Background: an optimization exercise with open tools, aiming at small area, a short achievable clock period and few clock cycles per item. Do not read the settings as production practice. In this exercise RTL edits were held to simulation tests only and were not proved equivalent to the original. Power and IR drop assume default switching activity.

## one_shot_timer_bank
module one_shot_timer_bank #(
    parameter int TIMER_COUNT = ostb_pkg::TIMER_COUNT_DEF,
    parameter int PERIOD_BITS = ostb_pkg::PERIOD_BITS_DEF
) (
    input  logic                            i_clk,
    input  logic                            i_rst_n,
    input  logic                            i_cfg_we,
    input  logic [ostb_pkg::PRESC_BITS-1:0] i_cfg_wdata,
    input  logic                            i_cmd_valid,
    output logic                            o_cmd_ready,
    input  logic [ostb_pkg::CMD_BITS-1:0]   i_cmd,
    input  logic [ostb_pkg::INDEX_BITS-1:0] i_cmd_index,
    input  logic [ostb_pkg::PERIOD_W-1:0]   i_cmd_period,
    input  logic                            i_cmd_cben,
    output logic                            o_res_valid,
    input  logic                            i_res_ready,
    output logic                            o_res_pass_done,
    output logic [ostb_pkg::MASK_BITS-1:0]  o_res_expired_mask,
    output logic [ostb_pkg::MASK_BITS-1:0]  o_res_fire_mask,
    output logic                            o_res_elapsed
);
Settings: LEC_CHECK=0, ABC_AREA=1, CAP_MARGIN=20, CORE_MARGIN=2, CORE_UTILIZATION=40, CTS_CLUSTER_DIAMETER=100, CTS_CLUSTER_SIZE=30, PLACE_DENSITY=0.6, SETUP_SLACK_MARGIN=2.6, SLEW_MARGIN=20; clock period 5.0 ns.
run.sh (not shown) runs the stock make flow with config.mk's settings and CLKGATE_MAP_FILE= SYNTH_SCRIPT=/design/flow/synth_recipe.tcl, a recipe that flattens the netlist after the stock synthesis.
Testbench counts at the start, summed over its fixed seeds: cycles 4,808, items 4,800.
Then changed:
SETUP_SLACK_MARGIN = 2.8   (was 2.6)
The new run completed with no timing, DRC or antenna violations.
Setup slack improved by 0.16 ns.
Global-route usage stays flat.
Power rises by a few percent.
Design area grows by a few percent.
Combinational power is higher by a few percent.
Sequential power is about the same.
Then changed:
SETUP_SLACK_MARGIN = 2.7   (was 2.8)
Worst setup slack got worse by 0.079 ns.
Synthesized area stays the same.
Design area fell slightly.
Global-route usage stays flat.
Utilization decreases by 0.70 points.
Clock power hardly moves.
Power decreases slightly.
Then changed:
CORE_UTILIZATION = 55   (was 40)
CTS_CLUSTER_DIAMETER = 80   (was 100)
CTS_CLUSTER_SIZE = 24   (was 30)
PLACE_DENSITY = 0.75   (was 0.6)
SETUP_SLACK_MARGIN = 2.8   (was 2.7)
Effect: Final cell count fell by about 6%. Combinational power is about the same. Final area climbs by about 0.8%. Synthesized cell count is unchanged. Register-to-register slack gets worse by 0.06 ns. Utilization grows by 18 points. Worst setup slack degrades by 0.0042 ns. Global-route usage rose by 7.0 points. Clock-buffer cell count is higher by 14.
Then changed:
CORE_UTILIZATION = 40   (was 55)
CTS_CLUSTER_DIAMETER = default   (was 80)
CTS_CLUSTER_SIZE = default   (was 24)
PLACE_DENSITY = 0.6   (was 0.75)
SETUP_SLACK_MARGIN = 3.0   (was 2.8)
Result: First-iteration DRC count is lower by 8.9%. Cell count rises by 12%. Critical path depth decreases by 13. Routed wire length rises by 11%. Power is higher by 20%. Sequential share of layout area went down by 5.7 points. Utilization goes down by 12 points.
Then changed:
CTS_BUF_LIST = sky130_fd_sc_hd__clkbuf_4 sky130_fd_sc_hd__clkbuf_8   (was default)
SETUP_SLACK_MARGIN = 2.6   (was 3.0)
What happened:
- count of clock-buffer cells in the layout grows by 69
- cell area shrinks by 8.7%
- sequential share of layout area grows by 4.3 points
- total power shrinks by 0.63%
- core utilization shrinks by 4.6 points
- hold slack gets worse by 0.025 ns
- non-clock buffer count shrinks by 169
- clock power grows by about 3%
- final cell count shrinks by about 2.3%

* * *

one_shot_timer_bank again, from the RTL that the note above started with.
==> flow/design.v (excerpt) <==
module one_shot_timer_bank #(
    parameter int TIMER_COUNT = ostb_pkg::TIMER_COUNT_DEF,
    parameter int PERIOD_BITS = ostb_pkg::PERIOD_BITS_DEF
) (
    input  logic                            i_clk,
    input  logic                            i_rst_n,
    input  logic                            i_cfg_we,
    input  logic [ostb_pkg::PRESC_BITS-1:0] i_cfg_wdata,
    input  logic                            i_cmd_valid,
    output logic                            o_cmd_ready,
    input  logic [ostb_pkg::CMD_BITS-1:0]   i_cmd,
    input  logic [ostb_pkg::INDEX_BITS-1:0] i_cmd_index,
    input  logic [ostb_pkg::PERIOD_W-1:0]   i_cmd_period,
    input  logic                            i_cmd_cben,
    output logic                            o_res_valid,
    input  logic                            i_res_ready,
    output logic                            o_res_pass_done,
    output logic [ostb_pkg::MASK_BITS-1:0]  o_res_expired_mask,
    output logic [ostb_pkg::MASK_BITS-1:0]  o_res_fire_mask,
    output logic                            o_res_elapsed
);
    localparam int NT = 16;
    localparam int PB = 16;
    localparam logic [2:0] CMD_TICK       = 3'd0;
    localparam logic [2:0] CMD_CONFIGURE  = 3'd1;
    localparam logic [2:0] CMD_START      = 3'd2;
    localparam logic [2:0] CMD_STOP       = 3'd3;
    localparam logic [2:0] CMD_DEINIT     = 3'd4;
    localparam logic [2:0] CMD_CLEAR_FLAG = 3'd5;
    localparam logic [2:0] CMD_QUERY      = 3'd6;
    localparam logic [2:0] CMD_DEINIT_ALL = 3'd7;
    logic          r_rdy;
    logic [7:0]    r_limit;
    logic [7:0]    r_presc;
    logic          r_pn;        
    logic          n_pn;
    logic [PB-1:0] r_p [NT];
    logic [PB-1:0] r_r [NT];
    logic [NT-1:0] r_pnz;       
    logic [NT-1:0] r_rnz;       
    logic [NT-1:0] r_flag;
    logic [NT-1:0] r_cben;
    logic          r_ov, r_sv;
    logic          r_o_pass, r_o_el;
    logic [NT-1:0] r_o_exp, r_o_fire;
    logic          r_s_pass, r_s_el;
    logic [NT-1:0] r_s_exp;
    logic          acc;
    logic          c_tick, c_cfg, c_start, c_stop, c_deinit, c_clr, c_dall, c_keep;
    logic          pass;
    logic [NT-1:0] sel;
    logic [NT-1:0] active, last, expd, dec;
    logic [PB-1:0] zlo [NT];
    logic [NT-1:0] n_flag, n_pnz, n_rnz;
    logic          elapsed;
  ...
==> flow/config.mk <==
export PLATFORM = sky130hd
export DESIGN_NAME = one_shot_timer_bank
export DESIGN_NICKNAME = one_shot_timer_bank
export VERILOG_FILES = /design/flow/design.v
export SDC_FILE = /design/flow/constraint.sdc
export NUM_CORES = 4
export LEC_CHECK = 0
export ABC_AREA = 1
export CAP_MARGIN = 20
export CORE_MARGIN = 2
export CORE_UTILIZATION = 40
export PLACE_DENSITY = 0.6
export SETUP_SLACK_MARGIN = 2.3
export SLEW_MARGIN = 20
==> flow/constraint.sdc <==
create_clock -name core_clock -period 5.0 [get_ports {i_clk}]
set_input_delay 1.0000 -clock core_clock [delete_from_list [all_inputs] [get_ports {i_clk}]]
set_output_delay 1.0000 -clock core_clock [all_outputs]
set_load 0.01 [all_outputs]
The baseline produced a clean layout.
Testbench counts at the start, summed over its fixed seeds: cycles 4,808, items 4,800.
Rerun with:
--- a/flow/config.mk
+++ b/flow/config.mk
@@ -11,0 +12,2 @@
+export CTS_CLUSTER_DIAMETER = 80
+export CTS_CLUSTER_SIZE = 24
@@ -13 +15 @@
-export SETUP_SLACK_MARGIN = 2.3
+export SETUP_SLACK_MARGIN = 3.0
Outcome: The new run produced a clean layout; design area rises by 11%; hold slack improved by 0.0090 ns; clock skew falls by 0.0081 ns; combinational power rises by 26%; via count rises by about 7%; setup slack improved by 0.37 ns; sequential share of layout area falls by 5.0 points; area after synthesis is unchanged.

* * *

## v10
one_shot_timer_bank again, from the RTL that the note above started with.
clock: 5.0 ns
lec_check: 0
abc_area: 1
cap_margin: 20
core_margin: 2
core_utilization: 40
cts_cluster_diameter: 100
cts_cluster_size: 30
place_density: 0.6
setup_slack_margin: 2.8
slew_margin: 20
tns_end_percent: 20
Every stage of the flow completed for v10, and the final layout passed the timing, design-rule and antenna checks.
Testbench counts of v10, summed over its fixed seeds: cycles 4,808, items 4,800.
diff inputs: v10 => v37
# v10
export LEC_CHECK = 0
export ABC_AREA = 1
export CAP_MARGIN = 20
export CORE_MARGIN = 2
export CORE_UTILIZATION = 40
export CTS_CLUSTER_DIAMETER = 100
export CTS_CLUSTER_SIZE = 30
export PLACE_DENSITY = 0.6
export SETUP_SLACK_MARGIN = 2.8
export SLEW_MARGIN = 20
export TNS_END_PERCENT = 20
create_clock -name core_clock -period 5.0 [get_ports {i_clk}]
# v37
export LEC_CHECK = 0
export ABC_AREA = 1
export CAP_MARGIN = 20
export CORE_MARGIN = 2
export CORE_UTILIZATION = 40
export PLACE_DENSITY = 0.6
export SETUP_SLACK_MARGIN = 2.6
export SLEW_MARGIN = 20
create_clock -name core_clock -period 5.0 [get_ports {i_clk}]
==> results.txt <==
Critical path startpoint = r_o_fire[13]: v10; critical path startpoint = i_cmd_index[0]: v37
v37 vs. v10: clock skew lost 0.010 ns; post-layout instance count excluding filler cells now sits higher; number of CTS-inserted buffers higher.
v37 against v10: wire length of the first global-routing pass saw an increase; worst setup slack after layout saw a decrease.
### v37 -> v26
# v37
export LEC_CHECK = 0
export ABC_AREA = 1
export CAP_MARGIN = 20
export CORE_MARGIN = 2
export CORE_UTILIZATION = 40
export PLACE_DENSITY = 0.6
export SETUP_SLACK_MARGIN = 2.6
export SLEW_MARGIN = 20
create_clock -name core_clock -period 5.0 [get_ports {i_clk}]
# v26
export LEC_CHECK = 0
export ABC_AREA = 1
export CAP_MARGIN = 20
export CORE_MARGIN = 2
export CORE_UTILIZATION = 40
export CTS_CLUSTER_DIAMETER = 100
export CTS_CLUSTER_SIZE = 30
export PLACE_DENSITY = 0.6
export SETUP_SLACK_MARGIN = 3.0
export SLEW_MARGIN = 20
export TNS_END_PERCENT = 20
create_clock -name core_clock -period 5.0 [get_ports {i_clk}]
==> comparison <==
Number of instances resized during post-cts repair for v26: about 200% up relative to v37
v26 vs v37 on wire length on met2: v26 is the higher one.
Non-clock buffer count grows by more than half when moving from v37 to v26.
[compare] base=v37 new=v26: design area went up 0.76%; insertion delay of the later-clocked pin in the worst-skew pair shows no meaningful change; arrival time of data at the critical path endpoint went down 1.45 ns; total chip power down about 20%.
Of v37 and v26, the run reporting the higher fraction of power spent switching nets was v26.
Setup WNS v37 -> v26: better
v26 -> v37: synthesized cell count delta 0, exact match
Between v26 and v37, the first-pass GRT wire length figures differ only marginally.
Relative to v26, the following input files were edited for v22:
# v26
export LEC_CHECK = 0
export ABC_AREA = 1
export CAP_MARGIN = 20
export CORE_MARGIN = 2
export CORE_UTILIZATION = 40
export CTS_CLUSTER_DIAMETER = 100
export CTS_CLUSTER_SIZE = 30
export PLACE_DENSITY = 0.6
export SETUP_SLACK_MARGIN = 3.0
export SLEW_MARGIN = 20
export TNS_END_PERCENT = 20
create_clock -name core_clock -period 5.0 [get_ports {i_clk}]
# v22
export LEC_CHECK = 0
export ABC_AREA = 1
export CAP_MARGIN = 20
export CORE_MARGIN = 2
export CORE_UTILIZATION = 40
export CTS_CLUSTER_DIAMETER = 100
export CTS_CLUSTER_SIZE = 30
export GPL_ROUTABILITY_DRIVEN = 0
export PLACE_DENSITY = 0.6
export SETUP_SLACK_MARGIN = 2.8
export SLEW_MARGIN = 20
create_clock -name core_clock -period 5.0 [get_ports {i_clk}]
Results
Diff v26 -> v22 | met2 track utilization from global routing | decrease of 1.3 points
v26 was larger in final cell area than v22.
v22 reports a lower core utilization than v26 does.
Between v26 and v22, the maximum frequency figures differ only marginally.
Global-route wire length before repair: higher on v26
NOTE: signed area change from the synthesized netlist to the final layout in v22 falls short of that of v26
Input changes introduced in v16 (baseline for comparison: v22):
# v22
export LEC_CHECK = 0
export ABC_AREA = 1
export CAP_MARGIN = 20
export CORE_MARGIN = 2
export CORE_UTILIZATION = 40
export CTS_CLUSTER_DIAMETER = 100
export CTS_CLUSTER_SIZE = 30
export GPL_ROUTABILITY_DRIVEN = 0
export PLACE_DENSITY = 0.6
export SETUP_SLACK_MARGIN = 2.8
export SLEW_MARGIN = 20
create_clock -name core_clock -period 5.0 [get_ports {i_clk}]
# v16
export LEC_CHECK = 0
export ABC_AREA = 1
export CAP_MARGIN = 20
export CORE_MARGIN = 2
export CORE_UTILIZATION = 40
export CTS_CLUSTER_DIAMETER = 80
export CTS_CLUSTER_SIZE = 24
export PLACE_DENSITY = 0.6
export SETUP_SLACK_MARGIN = 2.6
export SLEW_MARGIN = 20
create_clock -name core_clock -period 5.0 [get_ports {i_clk}]
--- outcome ---
Between v16 and v22, the data arrival time of the worst path is lower for v22.
Changes observed in v16 relative to v22: adder and majority cell fraction of the synthesized area closely matched the old numbers, power increased by 370 uW relative to the old numbers, part of the cycle the worst path needs increased by 3.1 points relative to the old numbers, number of global-route vias before repair increased by 268 relative to the old numbers.
Comparing v16 and v22, the lower required time reported for the critical path endpoint was measured on v16.
Diff v22 -> v16: combinational logic power now sits lower; final core area utilization now sits lower; placement-stage cell area now sits lower.
Input-level comparison between v32 and v16:
# v16
export LEC_CHECK = 0
export ABC_AREA = 1
export CAP_MARGIN = 20
export CORE_MARGIN = 2
export CORE_UTILIZATION = 40
export CTS_CLUSTER_DIAMETER = 80
export CTS_CLUSTER_SIZE = 24
export PLACE_DENSITY = 0.6
export SETUP_SLACK_MARGIN = 2.6
export SLEW_MARGIN = 20
create_clock -name core_clock -period 5.0 [get_ports {i_clk}]
# v32
export LEC_CHECK = 0
export ABC_AREA = 1
export CAP_MARGIN = 20
export CORE_MARGIN = 2
export CORE_UTILIZATION = 40
export CTS_CLUSTER_DIAMETER = 100
export CTS_CLUSTER_SIZE = 30
export PLACE_DENSITY = 0.6
export SETUP_SLACK_MARGIN = 2.9
export SLEW_MARGIN = 20
create_clock -name core_clock -period 5.0 [get_ports {i_clk}]
## What came out
- Total power of v32 is lower than that of v16.
- Sequential fraction of total cell area is higher on v16
- Comparing v16 and v32, the lower met3 routing resource usage after global routing is on v32.
- Going from v16 to v32, multi-input gate share of total cell area moved up; design area increased 3.7%.
- Of the two values seen for cell with the largest stage delay on the worst path, edfxtp_1 was produced by v32 and clkdlybuf4s50_1 by v16.
- On setup slack at placement: between v16 and v32, it ends up higher for v32.

==> what the ideal ports hide <==
The flow's constraints put no driver on any port. The routed layouts listed below were extracted and timed again, unchanged, in two steps. Step 1 assumes that a clkbuf_16 drives the clock port and a buf_2 every other input. Step 2 also shifts input and output timing later by t, the mid clock arrival at the registers, as if the neighbouring blocks saw the same clock. a / b / c = no drivers / after step 1 / after step 2; a / b = the first two.
run | t, ns | setup WS [ns] | latest minus earliest clock arrival (ns) | cell pins on the clock port's net
the first run of note 1 | 0.674 | 2.619 / 2.578 / 1.983 | 0.043 / 0.043 | 1
the second run of note 1 | 0.672 | 2.782 / 2.730 / 2.120 | 0.031 / 0.030 | 1
the third run of note 1 | 0.673 | 2.703 / 2.643 / 2.068 | 0.027 / 0.028 | 1
the fourth run of note 1 | 0.623 | 2.699 / 2.679 / 2.056 | 0.028 / 0.027 | 1
the fifth run of note 1 | 0.663 | 2.774 / 2.712 / 2.145 | 0.031 / 0.031 | 1
the sixth run of note 1 | 0.750 | 2.636 / 2.617 / 1.922 | 0.039 / 0.039 | 1
the first run of note 2 | 0.663 | 2.414 / 2.354 / 1.782 | 0.028 / 0.028 | 1
the second run of note 2 | 0.639 | 2.781 / 2.719 / 2.157 | 0.027 / 0.028 | 1
v10 | 0.666 | 2.679 / 2.621 / 2.009 | 0.040 / 0.040 | 1
v37 | 0.675 | 2.650 / 2.595 / 1.957 | 0.025 / 0.024 | 1
v26 | 0.671 | 2.785 / 2.727 / 2.163 | 0.036 / 0.036 | 1
v22 | 0.672 | 2.782 / 2.730 / 2.120 | 0.031 / 0.030 | 1
v16 | 0.647 | 2.626 / 2.602 / 2.011 | 0.033 / 0.034 | 1
v32 | 0.681 | 2.800 / 2.733 / 2.181 | 0.026 / 0.027 | 1
After both steps every run listed still meets setup and hold. For the sixth run of note 1, which loses most, drivers alone change the setup slack by -0.019 ns; drivers and shift together by -0.714 ns.
